From an optimization exercise on the open Yosys and OpenROAD flow, aimed at a short achievable clock period and few clock cycles per item; shortcuts taken in it are not production practice. In this exercise RTL edits were held to simulation tests only and were not proved equivalent to the original. Power figures rest on the tool's default switching activity, not on a simulated workload.

===== flow/flow/run.sh =====
#!/bin/bash
# Layout flow: the standard ORFS layout (standard.sh, all steps), except
# that the resizer may swap a cell for one of another footprint
# (MATCH_CELL_FOOTPRINT=0; the platform sets 1). That lets timing repair
# replace the slow delay-cell port buffers and gates with faster cells.
# Everything else (synthesis, floorplan, power grid, tap cells, placement,
# CTS, routing) is the standard flow unchanged. Each tool's output goes to
# ORFS's own logs under orfs/logs; make's output goes to flow_make.log.
set -euo pipefail
sed 's/CLKGATE_MAP_FILE= /CLKGATE_MAP_FILE= MATCH_CELL_FOOTPRINT=0 /' standard.sh > standard_nofp.sh
grep -q 'MATCH_CELL_FOOTPRINT=0' standard_nofp.sh
bash standard_nofp.sh > flow_make.log 2>&1
test -f out/final.def

===== flow/constraint.sdc =====
create_clock -name core_clock -period 4.0 [get_ports {clk}]
set_input_delay 0.8000 -clock core_clock [delete_from_list [all_inputs] [get_ports {clk}]]
set_output_delay 0.8000 -clock core_clock [all_outputs]
set_load 0.01 [all_outputs]

===== flow/standard.sh =====
#!/bin/bash
# synth_recipe.tcl (not shown) runs the flow's synth.tcl, then flattens the netlist and writes it again
# the make line also repeats each setting of config.mk as NAME=value (left out here)
make -C /OpenROAD-flow-scripts/flow DESIGN_CONFIG=/design/flow/config.mk WORK_HOME=/design/flow/orfs CLKGATE_MAP_FILE= SYNTH_SCRIPT=/design/flow/synth_recipe.tcl "${@:-finish}"

===== flow/config.mk =====
export PLATFORM = sky130hd
export DESIGN_NAME = cache_wb_buffer
export DESIGN_NICKNAME = cache_wb_buffer
export VERILOG_FILES = /design/flow/design.v
export SDC_FILE = /design/flow/constraint.sdc
export NUM_CORES = 4
export LEC_CHECK = 0
export ABC_CLOCK_PERIOD_IN_PS = 1800
export CAP_MARGIN = 20
export CORE_MARGIN = 2
export CORE_UTILIZATION = 70
export CTS_CLUSTER_DIAMETER = 100
export CTS_CLUSTER_SIZE = 40
export SETUP_SLACK_MARGIN = 2.2
export SLEW_MARGIN = 20

===== flow/design.v =====
package cache_pkg;
    localparam int unsigned BLOCK_WIDTH = 128;
    localparam int unsigned BADDR_WIDTH = 28;
    typedef enum logic [1:0] {
        IDLE   = 2'd0,
        RD_MEM = 2'd1,
        WR_MEM = 2'd2,
        RESP   = 2'd3
    } wb_state_e;
    typedef struct packed {
        logic [BADDR_WIDTH-1:0] addr;
        logic [BLOCK_WIDTH-1:0] data;
    } wb_entry_t;
endpackage
module cache_wb_buffer
#(
    parameter int unsigned NE       = 12,
    parameter int unsigned DRAIN_TH = 3,
    parameter int unsigned PW       = 10      
) (
    input  logic                   clk,
    input  logic                   rst,
    input  logic                   c_read,
    input  logic                   c_write,
    input  logic [cache_pkg::BADDR_WIDTH-1:0] c_addr,
    input  logic [cache_pkg::BLOCK_WIDTH-1:0] c_wdata,
    output logic [cache_pkg::BLOCK_WIDTH-1:0] c_rdata,
    output logic                   c_ready,
    output logic                   mem_read,
    output logic                   mem_write,
    output logic [cache_pkg::BADDR_WIDTH-1:0] mem_addr,
    output logic [cache_pkg::BLOCK_WIDTH-1:0] mem_wdata,
    input  logic [cache_pkg::BLOCK_WIDTH-1:0] mem_rdata,
    input  logic                   mem_ready,
    output logic                   wb_empty
);
    localparam int unsigned AW  = cache_pkg::BADDR_WIDTH;
    localparam int unsigned DW  = cache_pkg::BLOCK_WIDTH;
    localparam int unsigned CAP = 4;
    function automatic logic [NE-1:0] first2(input logic [NE-1:0] hi, input logic [NE-1:0] lo);
        logic [2*NE-1:0] x, f, below;
        x = {lo, hi};
        for (int i = 0; i < 2*NE; i++) begin
            below[i] = 1'b0;
            for (int j = 0; j < i; j++) below[i] = below[i] | x[j];
            f[i] = x[i] & ~below[i];
        end
        first2 = f[NE-1:0] | f[2*NE-1:NE];
    endfunction
    logic [NE-1:0]         ev_q, ed_q, eh_q;      
    logic [NE-1:0][AW-1:0] ea_q;
    logic [NE-1:0][DW-1:0] edat_q;
    logic [AW-1:0] a_q;           
    logic          rd_q, wr_q;
    logic [NE-1:0] hv_q;          
    logic          hit_q;         
    logic [NE-1:0] vic_q;         
    logic [NE-1:0] pick_q;        
    logic          pv_q;          
    logic          dg_q;          
    logic [3:0]    dth_q;         
    logic          c_ready_q;
    logic [DW-1:0] c_rdata_q;
    logic          wait_q;        
    logic          iss_q;         
    logic          erd_q;         
    logic          mem_read_q, mem_write_q;
    logic [AW-1:0] mem_addr_q;
    logic [DW-1:0] mem_wdata_q;
    logic [AW-1:0] ra_q;          
    logic [NE-1:0] didx_q;        
    logic [NE-1:0] dbusy_q;       
    logic          stale_q;       
    logic          wb_empty_q;
    logic [DW-1:0] w_q;           
    logic          cm_q;          
    logic [NE-1:0] ctgt_q;        
    logic          cnew_q;        
    wire spec_alloc = !c_ready_q && !wait_q && wr_q && !hit_q;
    wire [NE-1:0] cset = cm_q ? ctgt_q : '0;                  
    wire [NE-1:0] ev_e = ev_q | cset;
    wire [NE-1:0] ed_e = ed_q | cset;
    logic [NE-1:0] hv_d, pv_d, lv;
    always_comb begin
        lv = ev_e & ~(spec_alloc ? vic_q : '0);
        for (int i = 0; i < NE; i++) begin
            hv_d[i] = lv[i] && (ea_q[i] == c_addr);
            pv_d[i] = lv[i] && (ea_q[i][PW-1:0] == c_addr[PW-1:0]);
        end
    end
    wire pmiss = ~|pv_d;
    logic [DW-1:0] hit_data;
    always_comb begin
        hit_data = '0;
        for (int i = 0; i < NE; i++)
            hit_data = hit_data | (edat_q[i] & {DW{hv_q[i]}});
    end
    wire same = (c_read == rd_q) && (c_write == wr_q) && (c_addr == a_q);
    wire act  = !c_ready_q && !wait_q && same && (rd_q || wr_q) && !rst;
    wire drain_done = mem_write_q && mem_ready;
    wire clean_now  = drain_done && !stale_q;                   
    wire tdirty     = |(hv_q & ed_q);                           
    wire tdrain     = |(hv_q & didx_q);                         
    wire wbusy      = hit_q && |(hv_q & dbusy_q);
    wire wr_acc     = act && wr_q && !wbusy && ((hit_q && tdirty) || !dth_q[3] || clean_now);
    wire [NE-1:0] wtgt = hit_q ? hv_q : vic_q;
    wire rd_hit     = act && rd_q && hit_q;
    wire rd_miss    = act && rd_q && !hit_q;
    wire rd_now     = rd_miss && erd_q && mem_ready;            
    wire rd_done    = wait_q && iss_q && mem_ready;             
    wire port_free = !(mem_read_q || mem_write_q) || mem_ready;
    wire rsel      = c_read && (c_ready_q || wait_q || !(rd_q && hit_q));
    wire rd_issue  = port_free && rsel && !rst &&
                     ((!wait_q && !erd_q && pmiss) ||
                      (wait_q && !iss_q) ||
                      (!c_ready_q && !wait_q && rd_q && !hit_q && !erd_q));
    wire pick_ok  = pv_q && !dg_q && !(cm_q && |(ctgt_q & pick_q)) &&
                    !(!c_ready_q && wr_q && hit_q && |(hv_q & pick_q));
    wire drain_go = port_free && pick_ok && !rsel && !rst &&
                    (c_ready_q || !(c_read || c_write) || dth_q[DRAIN_TH-1]);
    wire [NE-1:0] dsel = port_free ? pick_q : didx_q;
    logic [AW-1:0] dr_addr;
    logic [DW-1:0] dr_data;
    always_comb begin
        dr_addr = '0;
        dr_data = '0;
        for (int i = 0; i < NE; i++) begin
            dr_addr = dr_addr | (ea_q[i]   & {AW{dsel[i]}});
            dr_data = dr_data | (edat_q[i] & {DW{dsel[i]}});
        end
    end
    logic [NE-1:0] cand, pick_d, vic_d, clean;
    always_comb begin
        cand   = ed_q & ~dbusy_q;
        pick_d = first2(cand & ~eh_q, cand);
        clean  = ~ed_e;
        vic_d  = first2(clean & (~eh_q | ~ev_e), clean);
    end
    wire mem_write_n = drain_go || (mem_write_q && !mem_ready);
    wire d_inc = cm_q && !(|(ctgt_q & ed_q));
    wire d_dec = clean_now && !(cm_q && |(ctgt_q & didx_q));
    logic [3:0] dth_n;
    always_comb begin
        dth_n = dth_q;
        if (d_inc && !d_dec) dth_n = {dth_q[2:0], 1'b1};
        if (d_dec && !d_inc) dth_n = {1'b0, dth_q[3:1]};
    end
    wire any_dirty_n = wr_acc || cm_q || dth_q[1] || (dth_q[0] && !clean_now);
    always_ff @(posedge clk) begin
        a_q     <= c_addr;
        rd_q    <= c_read && !rst;
        wr_q    <= c_write && !rst;
        hv_q    <= hv_d;
        hit_q   <= |hv_d;
        vic_q   <= vic_d;
        pick_q  <= pick_d;
        if (port_free && rsel) ra_q <= c_addr;
        mem_addr_q  <= (port_free ? rsel : mem_read_q) ? (port_free ? c_addr : ra_q) : dr_addr;
        mem_wdata_q <= dr_data;
        c_rdata_q <= (mem_read_q && (wait_q || !hit_q)) ? mem_rdata : hit_data;
        if (drain_go) didx_q <= pick_q;
        dbusy_q <= rst ? '0 : drain_go ? pick_q : (mem_write_n ? didx_q : '0);
        w_q    <= c_wdata;
        ctgt_q <= wtgt;
        for (int i = 0; i < NE; i++) begin
            if (spec_alloc && vic_q[i]) ea_q[i] <= a_q;
            if (cm_q && ctgt_q[i])      edat_q[i] <= w_q;
        end
        if (rst) begin
            ev_q        <= '0;
            cm_q        <= 1'b0;
            ed_q        <= '0;
            eh_q        <= '0;
            dth_q       <= '0;
            pv_q        <= 1'b0;
            dg_q        <= 1'b0;
            c_ready_q   <= 1'b0;
            wait_q      <= 1'b0;
            iss_q       <= 1'b0;
            erd_q       <= 1'b0;
            mem_read_q  <= 1'b0;
            mem_write_q <= 1'b0;
            stale_q     <= 1'b0;
            wb_empty_q  <= 1'b1;
        end else begin
            ev_q        <= ev_e & ~(spec_alloc ? vic_q : '0);
            cm_q        <= wr_acc;
            cnew_q      <= !hit_q;
            ed_q        <= (ed_q & ~(clean_now ? didx_q : '0)) | cset;
            dth_q       <= dth_n;
            pv_q        <= |cand;
            dg_q        <= drain_go;
            eh_q        <= (eh_q | ((!c_ready_q && !wait_q && (rd_q || wr_q)) ? hv_q : '0)) &
                           ~((cm_q && cnew_q) ? ctgt_q : '0);
            c_ready_q   <= rd_hit || rd_now || wr_acc || rd_done;
            wait_q      <= (rd_miss && !rd_now) || (wait_q && !rd_done);
            iss_q       <= ((rd_miss && !rd_now) || (wait_q && !rd_done)) &&
                           ((rd_miss && erd_q) || (wait_q && iss_q) || rd_issue);
            erd_q       <= rd_issue;
            mem_read_q  <= rd_issue || (mem_read_q && !mem_ready);
            mem_write_q <= mem_write_n;
            stale_q     <= drain_go ? (cm_q && |(ctgt_q & pick_q))
                                    : (stale_q || (cm_q && |(ctgt_q & didx_q)));
            wb_empty_q  <= !any_dirty_n && !mem_write_n;
        end
    end
    assign c_ready   = c_ready_q;
    assign c_rdata   = c_rdata_q;
    assign mem_read  = mem_read_q;
    assign mem_write = mem_write_q;
    assign mem_addr  = mem_addr_q;
    assign mem_wdata = mem_wdata_q;
    assign wb_empty  = wb_empty_q;
endmodule

==> results of run 1 <==
## how the worst min path moves through the flow
| stage | start | endpoint | slack (ps) |
|---|---|---|---|
| floorplan | dbusy_q[3]$_SDFF_PP0_ | pick_q[3]$_DFF_P_ | 440 |
| global placement | pv_q$_SDFF_PP0_ | dg_q$_SDFF_PP0_ | 480 |
| detailed placement | ev_q[0]$_SDFF_PP0_ | vic_q[0]$_DFF_P_ | 470 |
| CTS | c_addr[5] | a_q[5]$_DFF_P_ | 300 |
## timing repair
action	in CTS
buffers inserted	354
cloned	183
pin swaps	147
gates resized for setup	2440
endpoints found under the setup margin	2521
## per-layer routing
metal  GRT overflow  global-route usage
met1              4              0.7919
met2             30              0.8855
met3              2              0.6901
met4             30              0.7033
met5              1              0.5084
## power by group through the flow
stage | Sequential (mW) | Clock [mW] | Combinational, mW
2_1_floorplan | 29.1 | 0 | 1.21
3_3_place_gp | 29.1 | 0 | 3.30
3_5_place_dp | 29.2 | 0 | 3.32
4_1_cts | 28.7 | 10.9 | 4.37
## stage by stage
step / setup WS [ps] / power (mW) / std cells
detailed placement: 95.73 / 32.47 / 8227
CTS: 1575 / 43.96 / 8896
floorplan: 766.4 / 30.27 / 6156
global placement: 136.8 / 32.44 / 8227
## cell families after synthesis
group,count (synthesis),synth area share
AOI/OAI and AO/OA,2004,0.1804
xor gates and xnor gates,366,0.03376
adders and majority gates,2,0.0002635
buffers and inverters,516,0.02091
DFF,2467,0.7219
muxes,27,0.003163
and+or+nand+nor,774,0.03963
==> impl_metrics.env, run 1 <==
export IMPL_synth_edf_count=1913
export IMPL_start_util=0.7035
export IMPL_clock_path_buffers=3
export IMPL_synth_cells=6156
export IMPL_gp_congestion=1.024
export IMPL_ios=577
export IMPL_ys_seq_elements=2467
export IMPL_syn_num_nets=6447
export IMPL_io_buffer_count=576
export IMPL_yosys_cell_count_top_type="edfxtp_1"
export IMPL_ys_top_cells_by_count="edfxtp_1 (1913), a221oi_1 (778), a22o_1 (778)"
export IMPL_synth_top_area_share=0.6051
export IMPL_yosys_top_cells_area="edfxtp_1 (61%), dfxtp_1 (12%), a221oi_1 (7.2%)"
export IMPL_failing_step="global routing"
export IMPL_die_x_um=372.3
export IMPL_error="[ERROR GRT-0232] Routing congestion too high. Check the congestion heatmap in the GUI."
export IMPL_cts_hold_buf=0
export IMPL_htreeDepth=3
export IMPL_yosysSeqAreaShare=0.7219
export IMPL_synth_ff_type="edfxtp_1"
export IMPL_ys_warn_count=1
export IMPL_root_buffer="clkbuf_16"
export IMPL_grt_overflow=67
export IMPL_synth_async_reset_ratio=0
export IMPL_ys_types=61
export IMPL_outcome="stopped before the end"
export IMPL_fp_dieH_um=372.3
export IMPL_cts_buffers=72
export IMPL_grt_usage=0.7761
export IMPL_cts_sinks=2467
export IMPL_synthesis_area_um2=94940
export IMPL_syn_avg_cell_area_um2=15.42
export IMPL_rows=135
export IMPL_dpl_cell_area_um2=103700
export IMPL_grt_max_degree=84
export IMPL_dp_hpwl_um=184500
export IMPL_yosys_area_top_type="edfxtp_1"
Testbench counts, summed over its fixed seeds: cycles 22,653, requests 8,000.
==> run 2: changes to the inputs <==
--- a/flow/design.v
+++ b/flow/design.v
@@ -15,8 +15,8 @@
 module cache_wb_buffer
 #(
     parameter int unsigned NE       = 12,
-    parameter int unsigned DRAIN_TH = 3,
-    parameter int unsigned PW       = 10      
+    parameter int unsigned DRAIN_TH = 2,
+    parameter int unsigned PW       = 8       
 ) (
     input  logic                   clk,
     input  logic                   rst,
@@ -68,14 +68,16 @@
     logic [AW-1:0] mem_addr_q;
     logic [DW-1:0] mem_wdata_q;
     logic [AW-1:0] ra_q;          
+    logic [DW-1:0] snap_q;        
+    logic          stale_q;       
     logic [NE-1:0] didx_q;        
     logic [NE-1:0] dbusy_q;       
-    logic          stale_q;       
     logic          wb_empty_q;
     logic [DW-1:0] w_q;           
     logic          cm_q;          
     logic [NE-1:0] ctgt_q;        
     logic          cnew_q;        
+    logic          cinc_q;        
     wire spec_alloc = !c_ready_q && !wait_q && wr_q && !hit_q;
     wire [NE-1:0] cset = cm_q ? ctgt_q : '0;                  
     wire [NE-1:0] ev_e = ev_q | cset;
@@ -101,8 +103,7 @@
     wire clean_now  = drain_done && !stale_q;                   
     wire tdirty     = |(hv_q & ed_q);                           
     wire tdrain     = |(hv_q & didx_q);                         
-    wire wbusy      = hit_q && |(hv_q & dbusy_q);
-    wire wr_acc     = act && wr_q && !wbusy && ((hit_q && tdirty) || !dth_q[3] || clean_now);
+    wire wr_acc     = act && wr_q && ((hit_q && tdirty) || !dth_q[3] || clean_now);
     wire [NE-1:0] wtgt = hit_q ? hv_q : vic_q;
     wire rd_hit     = act && rd_q && hit_q;
     wire rd_miss    = act && rd_q && !hit_q;
@@ -110,23 +111,24 @@
     wire rd_done    = wait_q && iss_q && mem_ready;             
     wire port_free = !(mem_read_q || mem_write_q) || mem_ready;
     wire rsel      = c_read && (c_ready_q || wait_q || !(rd_q && hit_q));
-    wire rd_issue  = port_free && rsel && !rst &&
-                     ((!wait_q && !erd_q && pmiss) ||
-                      (wait_q && !iss_q) ||
-                      (!c_ready_q && !wait_q && rd_q && !hit_q && !erd_q));
-    wire pick_ok  = pv_q && !dg_q && !(cm_q && |(ctgt_q & pick_q)) &&
-                    !(!c_ready_q && wr_q && hit_q && |(hv_q & pick_q));
+    wire rd_late   = port_free && rsel && !rst &&
+                     ((wait_q && !iss_q) || (!c_ready_q && !wait_q && rd_q && !hit_q && !erd_q));
+    wire rd_issue  = rd_late || (port_free && rsel && !rst && !wait_q && !erd_q && pmiss);
+    wire pick_ok  = pv_q && !dg_q;
     wire drain_go = port_free && pick_ok && !rsel && !rst &&
                     (c_ready_q || !(c_read || c_write) || dth_q[DRAIN_TH-1]);
-    wire [NE-1:0] dsel = port_free ? pick_q : didx_q;
-    logic [AW-1:0] dr_addr;
-    logic [DW-1:0] dr_data;
-    always_comb begin
-        dr_addr = '0;
-        dr_data = '0;
+    logic [AW-1:0] pk_addr, dx_addr;
+    logic [DW-1:0] pk_data, dx_data;
+    always_comb begin
+        pk_addr = '0;
+        pk_data = '0;
+        dx_addr = '0;
+        dx_data = '0;
         for (int i = 0; i < NE; i++) begin
-            dr_addr = dr_addr | (ea_q[i]   & {AW{dsel[i]}});
-            dr_data = dr_data | (edat_q[i] & {DW{dsel[i]}});
+            pk_addr = pk_addr | (ea_q[i]   & {AW{pick_q[i]}});
+            pk_data = pk_data | (edat_q[i] & {DW{pick_q[i]}});
+            dx_addr = dx_addr | (ea_q[i]   & {AW{didx_q[i]}});
+            dx_data = dx_data | (edat_q[i] & {DW{didx_q[i]}});
         end
     end
     logic [NE-1:0] cand, pick_d, vic_d, clean;
@@ -137,7 +139,7 @@
         vic_d  = first2(clean & (~eh_q | ~ev_e), clean);
     end
     wire mem_write_n = drain_go || (mem_write_q && !mem_ready);
-    wire d_inc = cm_q && !(|(ctgt_q & ed_q));
+    wire d_inc = cm_q && cinc_q;
     wire d_dec = clean_now && !(cm_q && |(ctgt_q & didx_q));
     logic [3:0] dth_n;
     always_comb begin
@@ -155,15 +157,16 @@
         vic_q   <= vic_d;
         pick_q  <= pick_d;
         if (port_free && rsel) ra_q <= c_addr;
-        mem_addr_q  <= (port_free ? rsel : mem_read_q) ? (port_free ? c_addr : ra_q) : dr_addr;
-        mem_wdata_q <= dr_data;
+        mem_addr_q  <= port_free ? (rsel ? c_addr : pk_addr) : (mem_read_q ? ra_q : dx_addr);
+        if (port_free) snap_q <= pk_data;
+        mem_wdata_q <= port_free ? pk_data : (stale_q ? snap_q : dx_data);
         c_rdata_q <= (mem_read_q && (wait_q || !hit_q)) ? mem_rdata : hit_data;
         if (drain_go) didx_q <= pick_q;
         dbusy_q <= rst ? '0 : drain_go ? pick_q : (mem_write_n ? didx_q : '0);
         w_q    <= c_wdata;
         ctgt_q <= wtgt;
         for (int i = 0; i < NE; i++) begin
-            if (spec_alloc && vic_q[i]) ea_q[i] <= a_q;
+            if (spec_alloc && vic_q[i]) ea_q[i] <= c_addr;
             if (cm_q && ctgt_q[i])      edat_q[i] <= w_q;
         end
         if (rst) begin
@@ -186,6 +189,7 @@
             ev_q        <= ev_e & ~(spec_alloc ? vic_q : '0);
             cm_q        <= wr_acc;
             cnew_q      <= !hit_q;
+            cinc_q      <= !(hit_q && tdirty) || (hit_q && tdrain && clean_now);
             ed_q        <= (ed_q & ~(clean_now ? didx_q : '0)) | cset;
             dth_q       <= dth_n;
             pv_q        <= |cand;
@@ -194,13 +198,12 @@
                            ~((cm_q && cnew_q) ? ctgt_q : '0);
             c_ready_q   <= rd_hit || rd_now || wr_acc || rd_done;
             wait_q      <= (rd_miss && !rd_now) || (wait_q && !rd_done);
-            iss_q       <= ((rd_miss && !rd_now) || (wait_q && !rd_done)) &&
-                           ((rd_miss && erd_q) || (wait_q && iss_q) || rd_issue);
+            iss_q       <= (rd_miss && (erd_q || rd_late)) || (wait_q && (iss_q || rd_late));
             erd_q       <= rd_issue;
             mem_read_q  <= rd_issue || (mem_read_q && !mem_ready);
             mem_write_q <= mem_write_n;
             stale_q     <= drain_go ? (cm_q && |(ctgt_q & pick_q))
-                                    : (stale_q || (cm_q && |(ctgt_q & didx_q)));
+                                    : (stale_q || (cm_q && |(ctgt_q & dbusy_q)));
             wb_empty_q  <= !any_dirty_n && !mem_write_n;
         end
     end
--- a/flow/config.mk
+++ b/flow/config.mk
@@ -8,8 +8,6 @@
 export ABC_CLOCK_PERIOD_IN_PS = 1800
 export CAP_MARGIN = 20
 export CORE_MARGIN = 2
-export CORE_UTILIZATION = 70
-export CTS_CLUSTER_DIAMETER = 100
-export CTS_CLUSTER_SIZE = 40
+export CORE_UTILIZATION = 50
 export SETUP_SLACK_MARGIN = 2.2
 export SLEW_MARGIN = 20
==> impl_metrics.env, run 2 <==
export IMPL_io_buffer_count=576
export IMPL_critPathTopFamily="flip-flops"
export IMPL_yosysSeqAreaShare=0.6501
export IMPL_start_util=0.5020
export IMPL_synth_async_reset_ratio=0
export IMPL_fp_coreArea_um2=221900
export IMPL_crit_start="mem_wdata_q[0]$_DFF_P_"
export IMPL_synth_ff_type="edfxtp_1"
export IMPL_report_final_slew_viol_count=0
export IMPL_synth_cells=7958
export IMPL_worst_slack_ps=1604
export IMPL_ios=577
export IMPL_dieArea_um2=226600
export IMPL_crit_type="reg2out"
export IMPL_grt_max_degree=86
export IMPL_gp_congestion=0.9762
export IMPL_p_clk_frac=0.446
export IMPL_syn_avg_cell_area_um2=14.00
export IMPL_tightest_slew_ps=1013
export IMPL_die_x_um=476.0
export IMPL_nets=9336
export IMPL_crit_end="mem_wdata[0]"
export IMPL_viasPerCell=8.315
export IMPL_ys_top_cells_by_count="edfxtp_1 (2042), a221oi_1 (1338), a22o_1 (1338)"
export IMPL_p_sw_mw=13.83
export IMPL_yosys_area_top_type="edfxtp_1"
export IMPL_ys_seq_elements=2596
export IMPL_cts_tree="built"
export IMPL_r2r_start="didx_q[6]$_DFFE_PP_"
export IMPL_vias=102300
export IMPL_rows=173
export IMPL_clkLatencyLatePin_ps=1000
export IMPL_top_regs="edat_q (1536), ea_q (336)"
export IMPL_final_hold_violation_count=0
export IMPL_antenna_found_initial=49
export IMPL_cts_sinks=2596
export IMPL_crit_buf_inv=1
export IMPL_ys_warn_count=1
export IMPL_grt_usage=0.5121
export IMPL_powerDensity_nw_per_um2=406.3
export IMPL_ir_drop_mv=0.4554
export IMPL_synth_edf_count=2042
export IMPL_worstPathCellList="buf_6"
export IMPL_reg2reg_depth=10
export IMPL_yosys_cell_count_top_type="edfxtp_1"
export IMPL_leakage_nw=51.09
export IMPL_setup_tns_ps=0
export IMPL_wl_per_cell_um=49.90
export IMPL_timing_rr_end="mem_wdata_q[66]$_DFF_P_"
export IMPL_cpPeakStageDelay_ps=480
export IMPL_totalWireLength_um=614100
export IMPL_required_ps=3200
export IMPL_dp_slack_ps=184.4
export IMPL_root_buffer="clkbuf_16"
export IMPL_drtIter0Drc=23100
export IMPL_crit_arrival_ps=1600
export IMPL_period_minus_slack_ps=2396
export IMPL_switching_share=0.2282
export IMPL_maxSlewHeadroom=0.3249
export IMPL_fp_dieH_um=476.0
export IMPL_syn_to_final_growth_pct=33.96
export IMPL_fmax_mhz=417.3
export IMPL_synthesis_area_um2=111400
export IMPL_drive_above_1_share=0.3061
export IMPL_largest_reg_flops=1536
export IMPL_htreeDepth=5
export IMPL_final_common_cell="edfxtp_1"
export IMPL_cp_depth=1
export IMPL_clock_skew_ps=40.54
export IMPL_drv_cap=0
export IMPL_crit_slowest_cell="dfxtp_4"
export IMPL_grt_overflow=0
export IMPL_cts_reportedPaths_clkPinSlew_ps=60
export IMPL_p_comb_frac=0.057
export IMPL_synth_top_area_share=0.5505
export IMPL_startpoint_type="flop"
export IMPL_drc=0
export IMPL_final_cell_mix="edfxtp_1 (2042), a22o_1 (1338), a221oi_1 (943), clkbuf_16 (449), a221oi_2 (383)"
export IMPL_fin_crit_sh=0.5990
export IMPL_ys_types=72
export IMPL_grt_pass1_wl_um=792200
export IMPL_detail_route_antenna_nets=0
export IMPL_intPower_mw=46.79
export IMPL_finalSetupViolCount=0
export IMPL_yosys_top_cells_area="edfxtp_1 (55%), a221oi_1 (11%), a22o_1 (11%)"
export IMPL_p_seq_frac=0.497
export IMPL_r2r_slack_ps=1750
export IMPL_grt_pass1_vias=93160
export IMPL_syn_num_nets=8249
export IMPL_cts_buffers=298
export IMPL_min_path_type="in2reg"
export IMPL_hp_start="c_addr[11]"
export IMPL_dp_hpwl_um=261700
export IMPL_worstPathMaxFanout=1
export IMPL_clock_path_buffers=4
export IMPL_grt_setup_unrepaired="yes"
export IMPL_endpoint_kind="output port"
export IMPL_cts_hold_buf=0
export IMPL_regMostFlops="edat_q"
export IMPL_firstDrtPassIters=10
export IMPL_outcome="finished clean"
-- run 2: power groups by stage --
stage	clock network [mW]	registers [mW]	logic (mW)
2_1_floorplan	0	30.5	0.731
3_3_place_gp	0	30.6	2.36
3_5_place_dp	0	30.6	2.37
4_1_cts	26.8	30.1	2.84
5_1_grt	27.9	30.1	3.44
6_report	27.0	30.1	3.43
-- run 2: per-layer routing --
metal	vias to the layer above	GRT usage	wire (µm)
met2	12910	0.6783	236500
met4	42	0.4039	62900
li1	36280	-	-
met1	49250	0.6348	196600
met5	-	0.01215	670
met3	3852	0.2435	117300
-- run 2: cell families after synthesis --
family | after synthesis | share of synthesized area
xor+xnor | 366 | 0.02878
flops | 2596 | 0.6501
fa+ha+maj | 2 | 0.0002246
simple gates | 919 | 0.04103
buf+inv | 789 | 0.02731
compound gates | 3103 | 0.2360
mux | 183 | 0.01658
-- run 2: final cells by class --
class	instances	area, µm²
diodes	62	155.1
multi-input cells	4576	41580
repair buffers	1558	21160
repair inverters	3	38.79
flip-flops and latches	2596	73060
clock inverters	115	1026
clock buffers	410	8389
inverters	12	78.83
well taps	2975	3722
fillers	15120	72660
-- run 2: worst min-delay path by stage --
stage                                      to  cells past startpoint
final                         a_q[11]$_DFF_P_                      1
after global routing           a_q[9]$_DFF_P_                      1
after CTS                      a_q[9]$_DFF_P_                      1
after detailed placement    ctgt_q[4]$_DFF_P_                      1
after global placement      ctgt_q[1]$_DFF_P_                      1
after floorplan           didx_q[0]$_DFFE_PP_                      0
-- run 2: what timing repair did --
action	in CTS	in global routing
pin swaps	233	219
buffers inserted	318	142
endpoints found under the setup margin	2716	1564
gates cloned	180	37
gates resized for setup	2290	704
-- run 2: through the flow --
step	hold slack, ps	total power [mW]	util	cell area [µm²]	cells
2_1_floorplan	406.4	31.22	-	111800	7958
3_3_place_gp	465.4	32.95	0.5504	122100	11040
3_5_place_dp	466.5	32.95	0.5504	122100	11040
4_1_cts	189.2	59.69	0.6460	143300	12070
5_1_grt	195.7	61.46	0.6720	149100	12260
6_report	188.5	60.62	0.6725	149200	12310
Testbench counts of run 2, summed over its fixed seeds: cycles 22,391, requests 8,000.
==> run 3: changes to the inputs <==
==> flow/run.sh (new file) <==
#!/bin/bash
# synth_recipe.tcl (not shown) runs the flow's synth.tcl, then flattens the netlist and writes it again
# the make line also repeats each setting of config.mk as NAME=value (left out here)
make -C /OpenROAD-flow-scripts/flow DESIGN_CONFIG=/design/flow/config.mk WORK_HOME=/design/flow/orfs CLKGATE_MAP_FILE= SYNTH_SCRIPT=/design/flow/synth_recipe.tcl finish
--- a/flow/config.mk
+++ b/flow/config.mk
@@ -8,6 +8,6 @@
 export ABC_CLOCK_PERIOD_IN_PS = 1800
 export CAP_MARGIN = 20
 export CORE_MARGIN = 2
-export CORE_UTILIZATION = 50
+export CORE_UTILIZATION = 45
 export SETUP_SLACK_MARGIN = 2.2
 export SLEW_MARGIN = 20
removed: flow/flow/run.sh
removed: flow/standard.sh
==> impl_metrics.env, run 3 <==
export IMPL_ys_warn_count=1
export IMPL_outcome="finished clean"
export IMPL_drv_cap=0
export IMPL_gp_congestion=0.9513
export IMPL_fillers=17340
export IMPL_totalWireLength_um=643600
export IMPL_start_util=0.4529
export IMPL_fp_dieH_um=501.5
export IMPL_rows=182
export IMPL_nets=9428
export IMPL_endpoint_kind="output port"
export IMPL_synth_cells=7958
export IMPL_powerDensity_nw_per_um2=401.6
export IMPL_switching_share=0.2284
export IMPL_maxSlewHeadroom=0.2527
export IMPL_syn_to_final_growth_pct=38.31
export IMPL_required_ps=3200
export IMPL_vias=105000
export IMPL_htreeDepth=5
export IMPL_regMostFlops="edat_q"
export IMPL_root_buffer="clkbuf_16"
export IMPL_drc=0
export IMPL_crit_slowest_cell="dfxtp_4"
export IMPL_wl_met1_um=201600
export IMPL_cts_buffers=297
export IMPL_p_seq_frac=0.487
export IMPL_synth_edf_count=2042
export IMPL_synthesis_area_um2=111400
export IMPL_whs_ps=205.5
export IMPL_ys_top_cells_by_count="edfxtp_1 (2042), a221oi_1 (1338), a22o_1 (1338)"
export IMPL_yosys_top_cells_area="edfxtp_1 (55%), a221oi_1 (11%), a22o_1 (11%)"
export IMPL_ys_types=72
export IMPL_viasPerCell=8.300
export IMPL_grt_setup_unrepaired="yes"
export IMPL_antenna_found_initial=63
export IMPL_cpPeakStageDelay_ps=470
export IMPL_die_x_um=501.5
export IMPL_synth_top_area_share=0.5505
export IMPL_fmax_mhz=417.1
export IMPL_grt_max_degree=66
export IMPL_report_final_slew_viol_count=0
export IMPL_total_power_mw=61.87
export IMPL_finalSetupViolCount=0
export IMPL_io_buffer_count=576
export IMPL_tightest_slew_ps=1121
export IMPL_period_minus_slack_ps=2398
export IMPL_synth_async_reset_ratio=0
export IMPL_crit_arrival_ps=1600
export IMPL_largest_reg_flops=1536
export IMPL_ir_drop_mv=0.4675
export IMPL_worstPathCellList="buf_6"
export IMPL_worstPathMaxFanout=1
export IMPL_syn_num_nets=8249
export IMPL_yosysSeqAreaShare=0.6501
export IMPL_clock_path_buffers=4
export IMPL_yosys_area_top_type="edfxtp_1"
export IMPL_grt_pass1_wl_um=830100
export IMPL_top_regs="edat_q (1536), ea_q (336)"
export IMPL_drtIter0Drc=24100
export IMPL_ios=577
export IMPL_cts_reportedPaths_clkPinSlew_ps=60
export IMPL_p_sw_mw=14.13
export IMPL_synth_ff_type="edfxtp_1"
export IMPL_finish_utilization=0.6264
export IMPL_clock_skew_ps=67.57
export IMPL_final_cells=12650
export IMPL_critPathTopFamily="flip-flops"
export IMPL_firstDrtPassIters=17
export IMPL_syn_avg_cell_area_um2=14.00
export IMPL_grt_usage=0.4825
export IMPL_final_cell_mix="edfxtp_1 (2042), a22o_1 (1337), a221oi_1 (907), a221oi_2 (414), buf_6 (374)"
export IMPL_fp_coreArea_um2=245900
export IMPL_detail_route_antenna_nets=0
export IMPL_wl_per_cell_um=50.87
export IMPL_p_comb_frac=0.062
export IMPL_final_hold_violation_count=0
export IMPL_fin_crit_sh=0.5994
export IMPL_min_path_type="in2reg"
export IMPL_dp_hpwl_um=265700
export IMPL_ys_seq_elements=2596
export IMPL_post_place_cells=11260
export IMPL_startpoint_type="flop"
export IMPL_crit_type="reg2out"
export IMPL_dieArea_um2=251500
export IMPL_crit_buf_inv=1
export IMPL_p_clk_frac=0.451
export IMPL_grt_pass1_vias=95160
export IMPL_wl_met3_um=128200
export IMPL_setup_tns_ps=0
export IMPL_leakage_nw=52.69
export IMPL_cts_tree="built"
export IMPL_grt_overflow=0
export IMPL_drive_above_1_share=0.3181
export IMPL_yosys_cell_count_top_type="edfxtp_1"
export IMPL_wl_met2_um=242400
export IMPL_highest_layer="met5"
export IMPL_final_common_cell="edfxtp_1"
export IMPL_clkLatencyLatePin_ps=1040
export IMPL_cts_sinks=2596
export IMPL_intPower_mw=47.74
[run 3: cell types whose count changed in the layout (fill, tap and decap cells not counted), moves of 20 or more]
cell,change
a221oi_2,+31
a21oi_1,+27
a221oi_1,-36
buf_16,+199
buf_4,-47
bufbuf_16,+20
buf_12,+21
clkbuf_16,-112
a21oi_2,-27
[run 3: through the flow]
| stage | area [µm²] | worst slack, ps |
|---|---|---|
| 2_1_floorplan | 111800 | 1473 |
| 3_3_place_gp | 122000 | 444.2 |
| 3_5_place_dp | 122000 | 457.8 |
| 4_1_cts | 149500 | 1608 |
| 5_1_grt | 153900 | 1606 |
| 6_report | 154100 | 1602 |
[run 3: metal layers]
layer	vias to the layer above	GRT usage
li1	36520	-
met1	50320	0.5790
met2	13640	0.6413
met4	53	0.3625
met3	4478	0.2633
met5	-	0.01312
[run 3: path summary, 6_finish.rpt]
path	from	slack (ps)	cells past startpoint	end
worst max-delay path	mem_wdata_q[126]$_DFF_P_	1600	1	mem_wdata[126]
worst min-delay path	c_wdata[53]	210	1	w_q[53]$_DFF_P_
worst max register to register	didx_q[2]$_DFFE_PP_	1740	12	dth_q[2]$_SDFFE_PP0P_
worst min register to register	snap_q[0]$_DFFE_PN_	500	2	mem_wdata_q[0]$_DFF_P_
[run 3: kinds of logic after synthesis]
group | synth area share
AO/OA/AOI/OAI | 0.2360
XOR/XNOR | 0.02878
adder cells (fa/ha/maj) | 0.0002246
buffers and inverters | 0.02731
flip-flops | 0.6501
multiplexers | 0.01658
AND/OR/NAND/NOR | 0.04103
[run 3: area by class of cell]
class,instances,area (µm²),share of cell area
Clock inverter,122,1394,0.009047
Multi-Input combinational cell,4577,42110,0.2733
Timing Repair inverter,2,27.53,0.0001787
Clock buffer,402,8305,0.05391
Antenna cell,70,175.2,0.001137
Inverter,12,78.83,0.0005117
Sequential cell,2596,73100,0.4745
Timing Repair Buffer,1651,24840,0.1613
Tap cell,3220,4029,0.02615
[run 3: power by group through the flow]
stage / Sequential (mW) / Clock [mW] / Combinational [mW]
floorplan: 30.5 / 0 / 0.731
global placement: 30.6 / 0 / 2.41
detailed placement: 30.6 / 0 / 2.41
CTS: 30.1 / 27.5 / 3.38
global route: 30.1 / 28.7 / 3.81
finish: 30.1 / 27.9 / 3.81
[run 3: repair_timing]
| action | in CTS | in global routing |
|---|---|---|
| buffers inserted | 430 | 108 |
| pin swaps | 393 | 245 |
| hold buffers | 0 | 0 |
| endpoints found under the setup margin | 2701 | 1640 |
| resized for setup | 3120 | 512 |
| gates cloned | 222 | 35 |

==> afterwards: timing with drivers on the ports <==
In the flow no input, the clock included, has a driving cell. The finished layouts below were timed again as built, in two steps.
Step 1, drivers: a clkbuf_16 drives clk and a buf_2 each remaining input, both assumed.
Step 2 times the ports against the registers' clock, not the clock port: input delays grow and output delays shrink by t, the midpoint of the rising clock arrivals with the driver on.
Three values: ideal ports, drivers, drivers and shift; two values: the first two.
| run | t (ns) | setup WS [ns] | worst hold slack (ns) | cell pins on the clock port's net |
|---|---|---|---|---|
| run 2 | 1.058 | 1.604 / 1.522 / 0.850 | 0.189 / 0.128 / 0.511 | 1 |
| run 3 | 1.097 | 1.602 / 1.499 / 0.844 | 0.205 / 0.126 / 0.502 | 1 |
After both steps setup and hold are still met in every run listed. The setup slack of run 3, which loses most, moves by -0.103 ns with the drivers and by -0.758 ns with both steps.
